Background: an optimization exercise with open tools, aiming at small area and a short achievable clock period. Do not read the settings as production practice. Only simulation tests tie the RTL to the original design; equivalence was not proved.

<file path="design/flow/flow/run.sh">
#!/bin/bash
# Standard ORFS layout (the standard.sh, standard synthesis) with small port buffers, and
# setup repair aimed well below the 25 ns clock so the resizer works on the real critical paths.
set -euo pipefail
export BUFFER_PORTS_ARGS="-buffer_cell sky130_fd_sc_hd__buf_1"
export SETUP_SLACK_MARGIN=18.8
export CTS_ARGS="-sink_clustering_enable -repair_clock_nets -sink_clustering_size 30 -sink_clustering_max_diameter 200 -dont_use_dummy_load"
bash standard.sh > flow_standard.log 2>&1
</file>
<file path="design/flow/standard.sh">
#!/bin/bash
# synth_recipe.tcl (not shown) runs the flow's synth.tcl, then flattens the netlist and writes it again
# the make line also repeats each setting of config.mk as NAME=value (left out here)
make -C /OpenROAD-flow-scripts/flow DESIGN_CONFIG=/design/flow/config.mk WORK_HOME=/design/flow/orfs CLKGATE_MAP_FILE= SYNTH_SCRIPT=/design/flow/synth_recipe.tcl "${@:-finish}"
</file>
<file path="design/flow/config.mk">
export PLATFORM = sky130hd
export DESIGN_NAME = mode_switch_pipe
export DESIGN_NICKNAME = mode_switch_pipe
export VERILOG_FILES = /design/flow/design.v
export SDC_FILE = /design/flow/constraint.sdc
export NUM_CORES = 4
export LEC_CHECK = 0
export CAP_MARGIN = 20
export CORE_MARGIN = 2
export CORE_UTILIZATION = 65
export CTS_CLUSTER_DIAMETER = 200
export CTS_CLUSTER_SIZE = 30
export SLEW_MARGIN = 20
</file>
<file path="design/flow/constraint.sdc">
create_clock -name core_clock -period 25.0 [get_ports {clk}]
set_input_delay 5.0000 -clock core_clock [delete_from_list [all_inputs] [get_ports {clk}]]
set_output_delay 5.0000 -clock core_clock [all_outputs]
set_load 0.01 [all_outputs]
</file>
<file path="design/flow/design.v">
module mode_switch_pipe #(
    parameter int WIDTH    = 12,
    parameter int LANES    = 4,
    parameter int Q        = 3329,
    parameter int MULT_LAT = 3
) (
    input  logic                   clk,
    input  logic                   rst_n,
    input  logic                   in_valid,
    output logic                   in_ready,
    input  logic [LANES*WIDTH-1:0] in_data,
    input  logic [LANES*WIDTH-1:0] in_tw,
    input  logic                   bf_valid,
    input  logic [LANES*WIDTH-1:0] bf_data,
    input  logic [LANES*WIDTH-1:0] bf_tw,
    output logic                   fwd_valid,
    output logic [LANES*WIDTH-1:0] fwd_data,
    output logic                   ret_valid,
    output logic [LANES*WIDTH-1:0] ret_data,
    input  logic                   mode_req,
    input  logic                   mode_in,
    output logic                   mode,
    output logic                   mode_ack
);
    localparam int DW = LANES * WIDTH;
    logic [2:0] fwd_vld;
    logic [2:0] ret_vld;
    logic       mode_r;
    logic       mode_c;     
    logic       mode_2;     
    logic       pending;
    logic       pending_mode;
    logic       ready_r;    
    logic       ack_r;
    logic [DW-1:0]       mul_a0, mul_b0, byp0, byp1, fwd2, ret2, res;
    logic [LANES*24-1:0] prod, prod1;
    wire accept  = in_valid && !pending;
    wire drained = !(|fwd_vld) && !(|ret_vld) && !bf_valid;
    always_ff @(posedge clk or negedge rst_n) begin
        if (!rst_n) begin
            fwd_vld <= '0;
            ret_vld <= '0;
        end else begin
            fwd_vld <= {fwd_vld[1:0], accept};
            ret_vld <= {ret_vld[1:0], bf_valid};
        end
    end
    for (genvar i = 0; i < LANES; i++) begin : g_lane
        msp_mul12 u_mul (.a(mul_a0[i*WIDTH +: WIDTH]), .b(mul_b0[i*WIDTH +: WIDTH]), .p(prod[i*24 +: 24]));
        msp_red   u_red (.p(prod1[i*24 +: 24]), .r(res[i*WIDTH +: WIDTH]));
    end
    always_ff @(posedge clk) begin
        mul_a0 <= mode_c ? bf_data : in_data;
        mul_b0 <= mode_c ? bf_tw   : in_tw;
        byp0   <= mode_c ? in_data : bf_data;
        prod1  <= prod;
        byp1   <= byp0;
        fwd2   <= mode_2 ? byp1 : res;
        ret2   <= mode_2 ? res  : byp1;
    end
    always_ff @(posedge clk or negedge rst_n) begin
        if (!rst_n) begin
            mode_r       <= 1'b0;
            mode_c       <= 1'b0;
            mode_2       <= 1'b0;
            pending      <= 1'b0;
            ready_r      <= 1'b1;
            pending_mode <= 1'b0;
            ack_r        <= 1'b0;
        end else begin
            ack_r  <= 1'b0;
            mode_2 <= mode_c;
            if (!mode_req && pending && drained && (pending_mode != mode_c))
                mode_c <= pending_mode;
            if (mode_req) begin
                pending      <= 1'b1;
                ready_r      <= 1'b0;
                pending_mode <= mode_in;
            end else if (pending && drained) begin
                mode_r  <= pending_mode;
                pending <= 1'b0;
                ready_r <= 1'b1;
                ack_r   <= 1'b1;
            end
        end
    end
    assign in_ready  = ready_r;
    assign fwd_valid = fwd_vld[2];
    assign ret_valid = ret_vld[2];
    assign fwd_data  = fwd2;
    assign ret_data  = ret2;
    assign mode      = mode_r;
    assign mode_ack  = ack_r;
endmodule
module msp_mul12 (input logic [11:0] a, input logic [11:0] b, output logic [23:0] p);
    logic mc_1;
    logic mc_2;
    logic mc_3;
    logic mc_4;
    logic mc_5;
    logic mc_6;
    logic mc_7;
    logic mc_8;
    logic mc_9;
    logic mc_10;
    logic mc_11;
    logic mc_12;
    logic mc_13;
    logic mc_14;
    logic mc_15;
    logic mc_16;
    logic mc_17;
    logic mc_18;
    logic mc_19;
    logic mc_20;
    logic mc_21;
    logic mc_22;
    logic mc_23;
    logic mc_24;
    logic mc_25;
    logic mc_26;
    logic mc_27;
    logic mc_28;
    logic mc_29;
    logic mc_30;
    logic mc_31;
    logic mc_32;
    logic mc_33;
    logic mc_34;
    logic mc_35;
    logic mc_36;
    logic mc_37;
    logic mc_38;
    logic mc_39;
    logic mc_40;
    logic mc_41;
    logic mc_42;
    logic mc_43;
    logic mc_44;
    logic mc_45;
    logic mc_46;
    logic mc_47;
    logic mc_48;
    logic mc_49;
    logic mc_50;
    logic mc_51;
    logic mc_52;
    logic mc_53;
    logic mc_54;
    logic mc_55;
    logic mc_56;
    logic mc_57;
    logic mc_58;
    logic mc_59;
    logic mc_60;
    logic mc_61;
    logic mc_62;
    logic mc_63;
    logic mc_64;
    logic mc_65;
    logic mc_66;
    logic mc_67;
    logic mc_68;
    logic mc_69;
    logic mc_70;
    logic mc_71;
    logic mc_72;
    logic mc_73;
    logic mc_74;
    logic mc_75;
    logic mc_76;
    logic mc_77;
    logic mc_78;
    logic mc_79;
    logic mc_80;
    logic mc_81;
    logic mc_82;
    logic mc_83;
    logic mc_84;
    logic mc_85;
    logic mc_86;
    logic mc_87;
    logic mc_88;
    logic mc_89;
    logic mc_90;
    logic mc_91;
    logic mc_92;
    logic mc_93;
    logic mc_94;
    logic mc_95;
    logic mc_96;
    logic mc_97;
    logic mc_98;
    logic mc_99;
    logic mc_100;
    logic mc_101;
    logic mc_102;
    logic mc_103;
    logic mc_104;
    logic mc_105;
    logic mc_106;
    logic mc_107;
    logic mc_108;
    logic mc_109;
    logic mc_110;
    logic mc_111;
    logic mc_112;
    logic mc_113;
    logic mc_114;
    logic mc_115;
    logic mc_116;
    logic mc_117;
    logic mc_118;
    logic mc_119;
    logic mc_120;
    logic mc_121;
    logic mc_122;
    logic mc_123;
    logic mc_124;
    logic mc_125;
    logic mc_126;
    logic mc_127;
    logic mc_128;
    logic mc_129;
    logic mc_130;
    logic mc_131;
    logic mc_132;
    logic mc_133;
    logic mc_134;
    logic mc_135;
    logic mc_136;
    logic mc_137;
    logic mc_138;
    logic mc_139;
    logic mc_140;
    logic mc_141;
    logic mc_142;
    logic mc_143;
    logic mc_144;
    logic mc_145;
    logic mc_146;
    logic mc_147;
    logic mc_148;
    logic mc_149;
    logic mc_150;
    logic mc_151;
    logic mc_152;
    logic mc_153;
    logic mc_154;
    logic mc_155;
    logic mc_156;
    logic mc_157;
    logic mc_158;
    logic mc_159;
    logic mc_160;
    logic mc_161;
    logic mc_162;
    logic mc_163;
    logic mc_164;
    logic mc_165;
    logic mc_166;
    logic mc_167;
    logic mc_168;
    logic mc_169;
    logic mc_170;
    logic mc_171;
    logic mc_172;
    logic mc_173;
    logic mc_174;
    logic mc_175;
    logic mc_176;
    logic mc_177;
    logic mc_178;
    logic mc_179;
    logic mc_180;
    logic mc_181;
    logic mc_182;
    logic mc_183;
    logic mc_184;
    logic mc_185;
    logic mc_186;
    logic mc_187;
    logic mc_188;
    logic mc_189;
    logic mc_190;
    logic mc_191;
    logic mc_192;
    logic mc_193;
    logic mc_194;
    logic mc_195;
    logic mc_196;
    logic mc_197;
    logic mc_198;
    logic mc_199;
    logic mc_200;
    logic mc_201;
    logic mc_202;
    logic mc_203;
    logic mc_204;
    logic mc_205;
    logic mc_206;
    logic mc_207;
    logic mc_208;
    logic mc_209;
    logic mc_210;
    logic mc_211;
    logic mc_212;
    logic mc_213;
    logic mc_214;
    logic mc_215;
    logic mc_216;
    logic mc_217;
    logic mc_218;
    logic mc_219;
    logic mc_220;
    assign mc_1 = ~(~(a[0] & b[9]) ^ ~(a[1] & b[8]));
    assign mc_2 = ~(a[0] & b[9]) | ~(a[1] & b[8]);
    assign {mc_4, mc_3} = {~(a[0] & b[10])} + {~(a[1] & b[9])} + {~(a[2] & b[8])};
    assign mc_5 = ~(~(a[3] & b[7]) ^ ~(a[4] & b[6]));
    assign mc_6 = ~(a[3] & b[7]) | ~(a[4] & b[6]);
    assign {mc_8, mc_7} = {~(a[0] & b[11])} + {~(a[1] & b[10])} + {~(a[2] & b[9])};
    assign {mc_10, mc_9} = {~(a[3] & b[8])} + {~(a[4] & b[7])} + {~(a[5] & b[6])};
    assign mc_11 = ~(~(a[6] & b[5]) ^ ~(a[7] & b[4]));
    assign mc_12 = ~(a[6] & b[5]) | ~(a[7] & b[4]);
    assign {mc_14, mc_13} = {~(a[1] & b[11])} + {~(a[2] & b[10])} + {~(a[3] & b[9])};
    assign {mc_16, mc_15} = {~(a[4] & b[8])} + {~(a[5] & b[7])} + {~(a[6] & b[6])};
    assign mc_17 = ~(~(a[7] & b[5]) ^ ~(a[8] & b[4]));
    assign mc_18 = ~(a[7] & b[5]) | ~(a[8] & b[4]);
    assign {mc_20, mc_19} = {~(a[2] & b[11])} + {~(a[3] & b[10])} + {~(a[4] & b[9])};
    assign {mc_22, mc_21} = {~(a[5] & b[8])} + {~(a[6] & b[7])} + {~(a[7] & b[6])};
    assign {mc_24, mc_23} = {~(a[3] & b[11])} + {~(a[4] & b[10])} + {~(a[5] & b[9])};
    assign mc_25 = ~(~(a[0] & b[6]) ^ ~(a[1] & b[5]));
    assign mc_26 = ~(a[0] & b[6]) | ~(a[1] & b[5]);
    assign {mc_28, mc_27} = {~(a[0] & b[7])} + {~(a[1] & b[6])} + {~(a[2] & b[5])};
    assign mc_29 = ~(~(a[3] & b[4]) ^ ~(a[4] & b[3]));
    assign mc_30 = ~(a[3] & b[4]) | ~(a[4] & b[3]);
    assign {mc_32, mc_31} = {~(a[0] & b[8])} + {~(a[1] & b[7])} + {~(a[2] & b[6])};
    assign {mc_34, mc_33} = {~(a[3] & b[5])} + {~(a[4] & b[4])} + {~(a[5] & b[3])};
    assign mc_35 = ~(~(a[6] & b[2]) ^ ~(a[7] & b[1]));
    assign mc_36 = ~(a[6] & b[2]) | ~(a[7] & b[1]);
    assign {mc_38, mc_37} = {mc_1} + {~(a[2] & b[7])} + {~(a[3] & b[6])};
    assign {mc_40, mc_39} = {~(a[4] & b[5])} + {~(a[5] & b[4])} + {~(a[6] & b[3])};
    assign {mc_42, mc_41} = {~(a[7] & b[2])} + {~(a[8] & b[1])} + {~(a[9] & b[0])};
    assign {mc_44, mc_43} = {mc_2} + {mc_3} + {mc_5};
    assign {mc_46, mc_45} = {~(a[5] & b[5])} + {~(a[6] & b[4])} + {~(a[7] & b[3])};
    assign {mc_48, mc_47} = {~(a[8] & b[2])} + {~(a[9] & b[1])} + {~(a[10] & b[0])};
    assign {mc_50, mc_49} = {mc_4} + {mc_6} + {mc_7};
    assign {mc_52, mc_51} = {mc_9} + {mc_11} + {~(a[8] & b[3])};
    assign {mc_54, mc_53} = {~(a[9] & b[2])} + {~(a[10] & b[1])} + {~(a[11] & b[0])};
    assign {mc_56, mc_55} = {mc_8} + {mc_10} + {mc_12};
    assign {mc_58, mc_57} = {mc_13} + {mc_15} + {mc_17};
    assign {mc_60, mc_59} = {~(a[9] & b[3])} + {~(a[10] & b[2])} + {~(a[11] & b[1])};
    assign {mc_62, mc_61} = {mc_14} + {mc_16} + {mc_18};
    assign {mc_64, mc_63} = {mc_19} + {mc_21} + {~(a[8] & b[5])};
    assign {mc_66, mc_65} = {~(a[9] & b[4])} + {~(a[10] & b[3])} + {~(a[11] & b[2])};
    assign {mc_68, mc_67} = {mc_20} + {mc_22} + {mc_23};
    assign {mc_70, mc_69} = {~(a[6] & b[8])} + {~(a[7] & b[7])} + {~(a[8] & b[6])};
    assign {mc_72, mc_71} = {~(a[9] & b[5])} + {~(a[10] & b[4])} + {~(a[11] & b[3])};
    assign {mc_74, mc_73} = {mc_24} + {~(a[4] & b[11])} + {~(a[5] & b[10])};
    assign {mc_76, mc_75} = {~(a[6] & b[9])} + {~(a[7] & b[8])} + {~(a[8] & b[7])};
    assign {mc_78, mc_77} = {~(a[9] & b[6])} + {~(a[10] & b[5])} + {~(a[11] & b[4])};
    assign {mc_80, mc_79} = {~(a[5] & b[11])} + {~(a[6] & b[10])} + {~(a[7] & b[9])};
    assign {mc_82, mc_81} = {~(a[8] & b[8])} + {~(a[9] & b[7])} + {~(a[10] & b[6])};
    assign {mc_84, mc_83} = {~(a[6] & b[11])} + {~(a[7] & b[10])} + {~(a[8] & b[9])};
    assign mc_85 = ~(~(a[0] & b[4]) ^ ~(a[1] & b[3]));
    assign mc_86 = ~(a[0] & b[4]) | ~(a[1] & b[3]);
    assign {mc_88, mc_87} = {~(a[0] & b[5])} + {~(a[1] & b[4])} + {~(a[2] & b[3])};
    assign mc_89 = ~(~(a[3] & b[2]) ^ ~(a[4] & b[1]));
    assign mc_90 = ~(a[3] & b[2]) | ~(a[4] & b[1]);
    assign {mc_92, mc_91} = {mc_25} + {~(a[2] & b[4])} + {~(a[3] & b[3])};
    assign {mc_94, mc_93} = {~(a[4] & b[2])} + {~(a[5] & b[1])} + {~(a[6] & b[0])};
    assign {mc_96, mc_95} = {mc_26} + {mc_27} + {mc_29};
    assign {mc_98, mc_97} = {~(a[5] & b[2])} + {~(a[6] & b[1])} + {~(a[7] & b[0])};
    assign {mc_100, mc_99} = {mc_28} + {mc_30} + {mc_31};
    assign {mc_102, mc_101} = {mc_33} + {mc_35} + {~(a[8] & b[0])};
    assign {mc_104, mc_103} = {mc_32} + {mc_34} + {mc_36};
    assign {mc_106, mc_105} = {mc_37} + {mc_39} + {mc_41};
    assign {mc_108, mc_107} = {mc_38} + {mc_40} + {mc_42};
    assign {mc_110, mc_109} = {mc_43} + {mc_45} + {mc_47};
    assign {mc_112, mc_111} = {mc_44} + {mc_46} + {mc_48};
    assign {mc_114, mc_113} = {mc_49} + {mc_51} + {mc_53};
    assign {mc_116, mc_115} = {mc_50} + {mc_52} + {mc_54};
    assign {mc_118, mc_117} = {mc_55} + {mc_57} + {mc_59};
    assign {mc_120, mc_119} = {mc_56} + {mc_58} + {mc_60};
    assign {mc_122, mc_121} = {mc_61} + {mc_63} + {mc_65};
    assign {mc_124, mc_123} = {mc_62} + {mc_64} + {mc_66};
    assign {mc_126, mc_125} = {mc_67} + {mc_69} + {mc_71};
    assign {mc_128, mc_127} = {mc_68} + {mc_70} + {mc_72};
    assign {mc_130, mc_129} = {mc_73} + {mc_75} + {mc_77};
    assign {mc_132, mc_131} = {mc_74} + {mc_76} + {mc_78};
    assign {mc_134, mc_133} = {mc_79} + {mc_81} + {~(a[11] & b[5])};
    assign {mc_136, mc_135} = {mc_80} + {mc_82} + {mc_83};
    assign {mc_138, mc_137} = {~(a[9] & b[8])} + {~(a[10] & b[7])} + {~(a[11] & b[6])};
    assign {mc_140, mc_139} = {mc_84} + {~(a[7] & b[11])} + {~(a[8] & b[10])};
    assign {mc_142, mc_141} = {~(a[9] & b[9])} + {~(a[10] & b[8])} + {~(a[11] & b[7])};
    assign {mc_144, mc_143} = {~(a[8] & b[11])} + {~(a[9] & b[10])} + {~(a[10] & b[9])};
    assign mc_145 = ~(~(a[0] & b[3]) ^ ~(a[1] & b[2]));
    assign mc_146 = ~(a[0] & b[3]) | ~(a[1] & b[2]);
    assign {mc_148, mc_147} = {mc_85} + {~(a[2] & b[2])} + {~(a[3] & b[1])};
    assign {mc_150, mc_149} = {mc_86} + {mc_87} + {mc_89};
    assign {mc_152, mc_151} = {mc_88} + {mc_90} + {mc_91};
    assign {mc_154, mc_153} = {mc_92} + {mc_94} + {mc_95};
    assign {mc_156, mc_155} = {mc_96} + {mc_98} + {mc_99};
    assign {mc_158, mc_157} = {mc_100} + {mc_102} + {mc_103};
    assign {mc_160, mc_159} = {mc_104} + {mc_106} + {mc_107};
    assign {mc_162, mc_161} = {mc_108} + {mc_110} + {mc_111};
    assign {mc_164, mc_163} = {mc_112} + {mc_114} + {mc_115};
    assign {mc_166, mc_165} = {mc_116} + {mc_118} + {mc_119};
    assign {mc_168, mc_167} = {mc_120} + {mc_122} + {mc_123};
    assign {mc_170, mc_169} = {mc_124} + {mc_126} + {mc_127};
    assign {mc_172, mc_171} = {mc_128} + {mc_130} + {mc_131};
    assign {mc_174, mc_173} = {mc_132} + {mc_134} + {mc_135};
    assign {mc_176, mc_175} = {mc_136} + {mc_138} + {mc_139};
    assign {mc_178, mc_177} = {mc_140} + {mc_142} + {mc_143};
    assign {mc_180, mc_179} = {mc_144} + {~(a[9] & b[11])} + {~(a[10] & b[10])};
    assign mc_181 = ~(~(a[0] & b[2]) ^ ~(a[1] & b[1]));
    assign mc_182 = ~(a[0] & b[2]) | ~(a[1] & b[1]);
    assign {mc_184, mc_183} = {mc_145} + {~(a[2] & b[1])} + {~(a[3] & b[0])};
    assign {mc_186, mc_185} = {mc_146} + {mc_147} + {~(a[4] & b[0])};
    assign {mc_188, mc_187} = {mc_148} + {mc_149} + {~(a[5] & b[0])};
    assign {mc_190, mc_189} = {mc_150} + {mc_151} + {mc_93};
    assign {mc_192, mc_191} = {mc_152} + {mc_153} + {mc_97};
    assign {mc_194, mc_193} = {mc_154} + {mc_155} + {mc_101};
    assign {mc_196, mc_195} = {mc_156} + {mc_157} + {mc_105};
    assign {mc_198, mc_197} = {mc_158} + {mc_159} + {mc_109};
    assign {mc_200, mc_199} = {mc_160} + {mc_161} + {mc_113};
    assign {mc_202, mc_201} = {mc_162} + {mc_163} + {mc_117};
    assign {mc_204, mc_203} = {mc_164} + {mc_165} + {mc_121};
    assign {mc_206, mc_205} = {mc_166} + {mc_167} + {mc_125};
    assign {mc_208, mc_207} = {mc_168} + {mc_169} + {mc_129};
    assign {mc_210, mc_209} = {mc_170} + {mc_171} + {mc_133};
    assign {mc_212, mc_211} = {mc_172} + {mc_173} + {mc_137};
    assign {mc_214, mc_213} = {mc_174} + {mc_175} + {mc_141};
    assign {mc_216, mc_215} = {mc_176} + {mc_177} + {~(a[11] & b[8])};
    assign {mc_218, mc_217} = {mc_178} + {mc_179} + {~(a[11] & b[9])};
    assign {mc_220, mc_219} = {mc_180} + {~(a[10] & b[11])} + {~(a[11] & b[10])};
    logic [23:0] na, nb;
    assign na = {1'b1, mc_220, mc_218, mc_216, mc_214, mc_212, mc_210, mc_208, mc_206, mc_204, mc_202, mc_200, mc_198, mc_196, mc_194, mc_192, mc_190, mc_188, mc_186, mc_184, mc_182, mc_181, ~(a[0] & b[1]), ~(a[0] & b[0])};
    assign nb = {1'b1, ~(a[11] & b[11]), mc_219, mc_217, mc_215, mc_213, mc_211, mc_209, mc_207, mc_205, mc_203, mc_201, mc_199, mc_197, mc_195, mc_193, mc_191, mc_189, mc_187, mc_185, mc_183, ~(a[2] & b[0]), ~(a[1] & b[0]), 1'b1};
    assign p = ~(na + nb + 24'd1);
endmodule
module msp_red (input logic [23:0] p, output logic [11:0] r);
    logic rc_1;
    logic rc_2;
    logic rc_3;
    logic rc_4;
    logic rc_5;
    logic rc_6;
    logic rc_7;
    logic rc_8;
    logic rc_9;
    logic rc_10;
    logic rc_11;
    logic rc_12;
    logic rc_13;
    logic rc_14;
    logic rc_15;
    logic rc_16;
    logic rc_17;
    logic rc_18;
    logic rc_19;
    logic rc_20;
    logic rc_21;
    logic rc_22;
    logic rc_23;
    logic rc_24;
    logic rc_25;
    logic rc_26;
    logic rc_27;
    logic rc_28;
    logic rc_29;
    logic rc_30;
    logic rc_31;
    logic rc_32;
    logic rc_33;
    logic rc_34;
    logic rc_35;
    logic rc_36;
    logic rc_37;
    logic rc_38;
    logic rc_39;
    logic rc_40;
    logic rc_41;
    logic rc_42;
    logic rc_43;
    logic rc_44;
    logic rc_45;
    logic rc_46;
    logic rc_47;
    logic rc_48;
    logic rc_49;
    logic rc_50;
    logic rc_51;
    logic rc_52;
    logic rc_53;
    logic rc_54;
    logic rc_55;
    logic rc_56;
    logic rc_57;
    logic rc_58;
    logic rc_59;
    logic rc_60;
    logic rc_61;
    logic rc_62;
    logic rc_63;
    logic rc_64;
    logic rc_65;
    logic rc_66;
    logic rc_67;
    logic rc_68;
    logic rc_69;
    logic rc_70;
    logic rc_71;
    logic rc_72;
    logic rc_73;
    logic rc_74;
    assign {rc_2, rc_1} = {p[0]} + {~p[12]} + {~p[14]};
    assign {rc_4, rc_3} = {p[1]} + {~p[13]} + {~p[15]};
    assign {rc_6, rc_5} = {p[2]} + {~p[14]} + {~p[16]};
    assign {rc_8, rc_7} = {p[20]} + {p[22]};
    assign {rc_10, rc_9} = {p[3]} + {~p[15]} + {~p[17]};
    assign {rc_12, rc_11} = {p[21]} + {p[23]};
    assign {rc_14, rc_13} = {p[4]} + {~p[16]} + {~p[18]};
    assign {rc_16, rc_15} = {p[5]} + {~p[17]};
    assign {rc_18, rc_17} = {p[8]} + {~p[12]};
    assign {rc_20, rc_19} = {p[9]} + {~p[13]} + {~p[15]};
    assign {rc_22, rc_21} = {p[10]} + {p[12]} + {~p[16]};
    assign {rc_24, rc_23} = {p[11]} + {p[13]};
    assign {rc_26, rc_25} = {rc_1} + {p[18]};
    assign {rc_28, rc_27} = {rc_2} + {rc_3} + {p[19]};
    assign {rc_30, rc_29} = {rc_4} + {rc_5} + {rc_7};
    assign {rc_32, rc_31} = {rc_6} + {rc_8} + {rc_9};
    assign {rc_34, rc_33} = {rc_10} + {rc_12} + {rc_13};
    assign {rc_36, rc_35} = {rc_14} + {rc_15} + {~p[19]};
    assign {rc_38, rc_37} = {rc_16} + {p[6]} + {~p[18]};
    assign {rc_40, rc_39} = {p[7]} + {~p[19]};
    assign {rc_42, rc_41} = {rc_17} + {~p[14]} + {p[18]};
    assign {rc_44, rc_43} = {rc_18} + {rc_19} + {p[19]};
    assign {rc_46, rc_45} = {rc_20} + {rc_21} + {~p[18]};
    assign {rc_48, rc_47} = {rc_22} + {rc_23} + {~p[17]};
    assign {rc_50, rc_49} = {rc_25} + {p[20]};
    assign {rc_52, rc_51} = {rc_26} + {rc_27} + {p[21]};
    assign {rc_54, rc_53} = {rc_28} + {rc_29} + {1'b1};
    assign {rc_56, rc_55} = {rc_30} + {rc_31} + {rc_11};
    assign {rc_58, rc_57} = {rc_32} + {rc_33} + {p[22]};
    assign {rc_60, rc_59} = {rc_34} + {rc_35} + {p[23]};
    assign {rc_62, rc_61} = {rc_36} + {rc_37} + {~p[20]};
    assign {rc_64, rc_63} = {rc_38} + {rc_39} + {~p[21]};
    assign {rc_66, rc_65} = {rc_40} + {rc_41} + {~p[22]};
    assign {rc_68, rc_67} = {rc_42} + {rc_43} + {~p[23]};
    assign {rc_70, rc_69} = {rc_44} + {rc_45} + {1'b1};
    assign {rc_72, rc_71} = {rc_46} + {rc_47} + {~p[19]};
    assign {rc_74, rc_73} = {rc_48} + {rc_24};
    logic [13:0] ra, rb;
    logic [3:0]  t;
    logic [12:0] c0, r0;
    logic [13:0] c1, r1;
    assign ra = {rc_74, rc_72, rc_70, rc_68, rc_66, rc_64, rc_62, rc_60, rc_58, rc_56, rc_54, rc_52, rc_50, rc_49};
    assign rb = {1'b0, rc_73, rc_71, rc_69, rc_67, rc_65, rc_63, rc_61, rc_59, rc_57, rc_55, rc_53, rc_51, 1'b1};
    assign t  = ra[13:10] + rb[13:10];
    always_comb begin
        case (t)
            4'd0: begin c0 = 13'd0; c1 = 14'd13055; end
            4'd1: begin c0 = 13'd0; c1 = 14'd13055; end
            4'd2: begin c0 = 13'd0; c1 = 14'd13055; end
            4'd3: begin c0 = 13'd0; c1 = 14'd13055; end
            4'd4: begin c0 = 13'd0; c1 = 14'd13055; end
            4'd5: begin c0 = 13'd4863; c1 = 14'd9726; end
            4'd6: begin c0 = 13'd4863; c1 = 14'd9726; end
            4'd7: begin c0 = 13'd4863; c1 = 14'd9726; end
            4'd8: begin c0 = 13'd1534; c1 = 14'd6397; end
            4'd9: begin c0 = 13'd1534; c1 = 14'd6397; end
            4'd10: begin c0 = 13'd1534; c1 = 14'd6397; end
            4'd11: begin c0 = 13'd1534; c1 = 14'd6397; end
            4'd12: begin c0 = 13'd6397; c1 = 14'd3068; end
            4'd13: begin c0 = 13'd6397; c1 = 14'd3068; end
            4'd14: begin c0 = 13'd6397; c1 = 14'd3068; end
            4'd15: begin c0 = 13'd6397; c1 = 14'd3068; end
            default: begin c0 = 13'd0; c1 = 14'd0; end
        endcase
    end
    assign r0 = ra[12:0] + rb[12:0] + c0;
    assign r1 = ra + rb + c1;
    assign r  = r1[13] ? r0[11:0] : r1[11:0];
endmodule
</file>
==> results of run 1 <==
[cell families (layout without fill, tap and decap cells)]
group	count (synthesis)	count (layout)
simple gates	963	963
fa+ha+maj	888	888
buf+inv	767	987
compound gates	424	424
flops	397	397
mux	207	207
xor+xnor	183	184
[registers in the layout, indices dropped and copies added (netlist names)]
register      count
ack_r             1
fwd2             48
pending_mode      1
prod1            96
pending           1
mul_a0           48
ready_r           1
mode_2            1
mode_c            1
ret2             48
mul_b0           48
mode_r            1
fwd_vld           3
ret_vld           3
byp1             48
byp0             48
[worst min-delay path by stage]
stage / cells past startpoint / slack (ns) / from / end
3_3_place_gp: 0 / 0.31 / byp0[46] / byp1[46]
5_1_grt: 0 / 0.33 / byp0[9] / byp1[9]
3_5_place_dp: 0 / 0.31 / byp0[13] / byp1[13]
4_1_cts: 0 / 0.32 / byp0[9] / byp1[9]
2_1_floorplan: 0 / 0.31 / byp0[0] / byp1[0]
6_report: 0 / 0.32 / byp0[9] / byp1[9]
[layout by cell type (no fill, tap or decap), drive strengths merged, types with 28 or more instances in the layout]
cell | Yosys | layout
and2 | 541 | 541
dfxtp | 384 | 384
nand2b | 28 | 28
nor3 | 33 | 33
mux2i | 43 | 43
a21o | 45 | 45
fa | 563 | 563
o21bai | 31 | 31
nor2 | 156 | 156
xor2 | 81 | 81
o21ai | 61 | 61
nand2 | 119 | 119
ha | 324 | 324
mux2 | 164 | 164
a21oi | 182 | 182
xnor2 | 102 | 103
inv | 628 | 627
buf | 5 | 334
[layer usage]
layer / vias to the layer above / wire, um / track usage
li1: 12500 / - / -
met1: 12900 / 39200 / 0.414
met2: 548 / 41100 / 0.496
met3: 108 / 4870 / 0.0451
met4: 0 / 1820 / 0.0663
met5: - / 0 / 0
[per-stage QoR]
stage,hold slack [ns],area [sq um]
after floorplan,0.310,38100
after global placement,0.311,39700
after detailed placement,0.312,39700
after CTS,0.318,40300
after global routing,0.326,40900
final,0.320,40900
[layout make-up]
cell class	instances	area, sq um	share of cell area
inverter	628	2360	0.0576
tap	765	957	0.0234
clock buffer	17	425	0.0104
multi-input combinational	2666	27600	0.675
sequential	397	8030	0.196
timing repair buffer	342	1520	0.0370
[repair_timing]
action / CTS / global route
resized for setup: 25 / 85
pin swaps: 1 / 25
cloned: 0 / 4
buffers inserted: 2 / 32
endpoints found under the hold margin: 0 / 0
setup endpoints to repair: 102 / 105
hold buffers: 0 / 0
==> notes.md, run 1 <==
status=no timing/DRC/antenna violations; Tmin final=6.19 ns; Top Ports=299; ranking of synthesized cells by area=fa_1 30%, dfxtp_1 20%, ha_1 11%; Crit. End Element=output port; vias per inst=5.40; Post-synth ARST share=0.0327; Post-Synthesis Cells=3,829; Rel. slew slack=0.446; Layout Cells excl Fill=4,815; worst-margin pin slew=0.832 ns; proportion of layout cells with a drive suffix above 1=0.0820; syn avg cell area=9.96 sq um; Final Max Tran Viols=0; final core occ=0.708; nets@finish=5,137; Cell variety after synth=74; RR Endpoint=ret2[21]; cell area after synthesis=38,100 sq um; CORE AREA=57,800 sq um; adder-cell share of the synthesized area=0.402; FF-to-FF Start=prod1[36]; WP depth=1; GR Overflow Total=0; Synth top area share=0.296; fill count=4,582; final worst setup slack=18.81 ns; crit path from=ready_r; simple logic cell fraction of the synthesized area=0.139; initial antenna violation count=1; Critical Path Sink=in_ready; Layout Skew=0.0723 ns; commonest cells in the netlist=622 x inv_1, 563 x fa_1, 541 x and2_1, 384 x dfxtp_1, 324 x ha_1; cts bufs inserted=17; Area Overhead vs Synth=7.33%; number of port buffers=298; DRC=0; yosys warns=2; Synth Area in Compound Gates=0.0702; root buf cell=clkbuf_16; cells on worst reg2reg path=23; worst-path cell with the longest stage delay=dfstp_2; WP data arrival=1.19 ns; combinational family with the most area after synthesis=adder cells; Final Hold Fails=0; DRT Pass-1 Iters=8; first-pass GRT wire length=143,000 um; Setup WS pre-CTS=18.15 ns; WL final=86,900 um; DIE HEIGHT=246 um; Vias=26,000; max-cap violations=0; startpoint class of the critical path=register; worst-path fanout max=2; Primary FF master, synth=dfxtp_1; Num Clock Sinks=397; post-detail-place hpwl=70,800 um; worst-path cell chain=buf_6; DRT antenna net count=0; Clk Latency, worst-skew pair=0.56 ns; number of DRC markers in iteration 0=1,132; RSZ-0062 raised after global routing=true; R2R setup slack=18.98 ns; largest net degree at the start of global routing=76; Setup Viol. Count Final=0; setup_tns=0 ns; Post-synth EDFFs=0; CP Class=reg -> out; Buffers & Inverters on Critical Path=1; post-synth top area cell=fa_1; number of global-route vias before repair=27,600; ant diodes=0; most frequent cell after synthesis=inv_1; xor-xnor portion of the synthesized cell area=0.0424; Mapped Nets=4,914; Worst path max stage delay=0.56 ns; clock buffer depth=3; TritonCTS clock tree=yes; placed cells=4,760; clock transition at the registers of the reported paths=0.12 ns; post-detailed-route wirelength per cell=18.0 um; htree depth=1; Req. time, crit path=20.00 ns; initial core utilization=0.660; Overall Global Routing Usage=0.298; Yosys reg bits=397; period utilization=0.247; mux cell area share after synthesis=0.0597; sequential element share of the synthesized area=0.210; Final GP Congestion=0.933; FP Rows=88; die area=60,600 sq um; hold crit path type=reg -> reg; Max Freq=0.162 GHz; Die Span X=246 um; Largest delay share family, worst path=flip-flops
==> run 2: changes to the inputs <==
==> design/flow/flow/run.sh (replaced) <==
#!/bin/bash
# Standard ORFS layout (the standard.sh, standard synthesis) with small port buffers, and
# setup repair aimed well below the 25 ns clock so the resizer works on the real critical paths.
set -euo pipefail
export BUFFER_PORTS_ARGS="-buffer_cell sky130_fd_sc_hd__buf_1"
export SETUP_SLACK_MARGIN=18.8
export CTS_ARGS="-sink_clustering_enable -repair_clock_nets -sink_clustering_size 20 -sink_clustering_max_diameter 150 -dont_use_dummy_load"
bash standard.sh > flow_standard.log 2>&1
--- a/design/flow/config.mk
+++ b/design/flow/config.mk
@@ -8,6 +8,6 @@
 export CAP_MARGIN = 20
 export CORE_MARGIN = 2
 export CORE_UTILIZATION = 65
-export CTS_CLUSTER_DIAMETER = 200
-export CTS_CLUSTER_SIZE = 30
+export CTS_CLUSTER_DIAMETER = 150
+export CTS_CLUSTER_SIZE = 20
 export SLEW_MARGIN = 20
==> run 2 against run 1 <==
  * Register-to-register slack hardly changed
  * Flip-flop and latch count stayed put
  * Clock skew decreased by 0.031 ns
  * Utilization up 0.30 points
  * Non-clock buffer count unchanged
  * Via count up 0.81%
  * Global-route usage up 0.22 points
  * First-iteration DRC count is 16% higher
  * Hold slack got worse by 0.0015 ns
  * Cell count up 0.15%
  * Critical endpoint unchanged
==> notes.md, run 2 <==
TritonCTS clock tree=yes; Die Span X=246 um (unchanged); cts bufs inserted=23 (+6); clock transition at the registers of the reported paths=0.08 ns (-0.04 ns); yosys warns=2 (unchanged); Buffers & Inverters on Critical Path=1 (unchanged); FP Rows=88 (unchanged); Setup Viol. Count Final=0 (unchanged); Post-synth ARST share=0.0327 (unchanged); WP data arrival=1.22 ns (+0.03 ns); clock buffer depth=3 (unchanged); number of port buffers=298 (unchanged); vias per inst=5.44 (+0.66%); final core occ=0.711 (+0.00301); Primary FF master, synth=dfxtp_1; Area Overhead vs Synth=7.79%; post-detail-place hpwl=70,800 um (unchanged); die area=60,600 sq um (unchanged); Setup WS pre-CTS=18.15 ns (unchanged); cell area after synthesis=38,100 sq um (unchanged); GR Overflow Total=0 (unchanged); Post-Synthesis Cells=3,829 (unchanged); ranking of synthesized cells by area=fa_1 30%, dfxtp_1 20%, ha_1 11%; root buf cell=clkbuf_16; Num Clock Sinks=397 (unchanged); Req. time, crit path=20.00 ns (about the same); Layout Skew=0.0417 ns (-0.0306 ns); commonest cells in the netlist=622 x inv_1, 563 x fa_1, 541 x and2_1, 384 x dfxtp_1, 324 x ha_1; Crit. End Element=output port; post-synth top area cell=fa_1; nets@finish=5,144 (+0.14%); Max Freq=0.161 GHz (-0.46%); Top Ports=299 (unchanged); most common cell after layout, fill and taps aside=inv_1; placed cells=4,760 (unchanged); number of global-route vias before repair=27,700 (+0.55%); Final Max Tran Viols=0 (unchanged); worst-margin pin slew=0.845 ns (+0.0130 ns); Largest delay share family, worst path=flip-flops; worst-path cell chain=buf_6; worst-path fanout max=2 (unchanged); Cell variety after synth=74 (unchanged); first-pass GRT wire length=144,000 um (+0.63%); period utilization=0.249 (+0.00116); max-cap violations=0 (unchanged); DRT Pass-1 Iters=8 (unchanged); largest net degree at the start of global routing=76 (unchanged); CP Class=reg -> out; hold crit path type=reg -> reg; Overall Global Routing Usage=0.300 (+0.00218); CORE AREA=57,800 sq um (unchanged); Biggest register=prod1; Final GP Congestion=0.933 (unchanged); most frequent cell after synthesis=inv_1; number of DRC markers in iteration 0=1,311 (+16%); DRC=0 (unchanged); initial antenna violation count=1 (unchanged); WL final=87,800 um (+1.0%); syn avg cell area=9.96 sq um (unchanged); sequential element share of the synthesized area=0.210 (unchanged); startpoint class of the critical path=register; Rel. slew slack=0.437 (-0.00868); Layout Cells excl Fill=4,822 (+0.15%); ant diodes=0 (unchanged); Mapped Nets=4,914 (unchanged); Clk Latency, worst-skew pair=0.59 ns (+0.03 ns); post-detailed-route wirelength per cell=18.2 um (+0.88%); DIE HEIGHT=246 um (unchanged); number of flip-flops in the largest register=96 (unchanged); Worst path max stage delay=0.54 ns (-0.02 ns); RSZ-0062 raised after global routing=true; DRT antenna net count=0 (unchanged); Synth top area share=0.296 (unchanged); setup_tns=0 ns (unchanged); htree depth=1 (unchanged); proportion of layout cells with a drive suffix above 1=0.0848 (+0.00282); initial core utilization=0.660 (unchanged); Post-synth EDFFs=0 (unchanged); CTS Hold Bufs=0 (unchanged); Tmin final=6.22 ns (+0.0289 ns); worst-path cell with the longest stage delay=dfstp_2; Vias=26,200 (+0.81%); Final Hold Fails=0 (unchanged); status=no timing/DRC/antenna violations; final worst setup slack=18.78 ns (-0.0289 ns); most frequent cells in the layout=619 x inv_1, 554 x fa_1, 541 x and2_1; Yosys reg bits=397 (unchanged)
## run 2: cell counts after synthesis
Identical to the previous run, type by type.
## run 2: path summary, 6_finish.rpt
check                      cells after the start       from           end  slack (ns)
setup / recovery                               1    ready_r      in_ready       18.78
hold / removal                                 0   byp0[35]      byp1[35]        0.32
setup reg to reg                              23  prod1[36]      ret2[21]       18.98
hold reg to reg                                0   byp0[35]      byp1[35]        0.32
max in group asynchronous                      1      rst_n        mode_2       20.09
min in group asynchronous                      1      rst_n  pending_mode        4.42
## run 2: layout make-up
type | count | area [sq um]
fillers | 4567 | 16700
clock buffers | 23 | 576
well taps | 765 | 957
flip-flops and latches | 397 | 8040
multi-input cells | 2667 | 27700
repair buffers | 342 | 1510
inverters | 628 | 2360
## run 2: cells by family (layout without fill, tap and decap cells)
logic type | after synthesis | count (layout) | synth area share
buffers and inverters | 767 | 993 | 0.0759
muxes | 207 | 207 | 0.0597
xor gates and xnor gates | 183 | 185 | 0.0424
and+or+nand+nor | 963 | 963 | 0.139
adders and majority gates | 888 | 888 | 0.402
AOI/OAI and AO/OA | 424 | 424 | 0.0702
DFF | 397 | 397 | 0.210
## run 2: timing repair
action,CTS,global route
endpoints found under the setup margin,109,102
setup buffers,2,32
pin swaps,1,26
gates resized for setup,34,80
gates cloned,0,5
## run 2: per-stage QoR
stage          hold WS (ns)  instance area, sq um
2_1_floorplan         0.310                 38100
3_3_place_gp          0.311                 39700
3_5_place_dp          0.312                 39700
4_1_cts               0.324                 40500
5_1_grt               0.334                 41100
6_report              0.318                 41100
## run 2: routing by layer
layer / GRT usage / share of wire
met5: 0 / 0
met4: 0.0672 / 0.025
met3: 0.0455 / 0.059
met2: 0.500 / 0.47
met1: 0.416 / 0.44

[re-timing with driven ports]
How much do the figures lean on ideal ports? The routed layouts below were timed once more, with nothing changed but the port constraints.
Step 1 assumes that a clkbuf_16 drives the clock port and a buf_2 every other input.
Step 2 also shifts input and output timing later by t, the mid clock arrival at the registers, as if the neighbouring blocks saw the same clock.
a / b / c = no drivers / after step 1 / after step 2; a / b = the first two.
run | shift t [ns] | setup slack, ns | worst hold slack (ns) | slew at the worst register clock pin (ns)
run 1 | 0.595 | 18.814 / 18.748 / 18.979 | 0.320 / 0.320 / 0.320 | 0.12 / 0.12
run 2 | 0.631 | 18.785 / 18.722 / 18.982 | 0.318 / 0.318 / 0.318 | 0.10 / 0.10
After both steps every run listed still meets setup and hold.
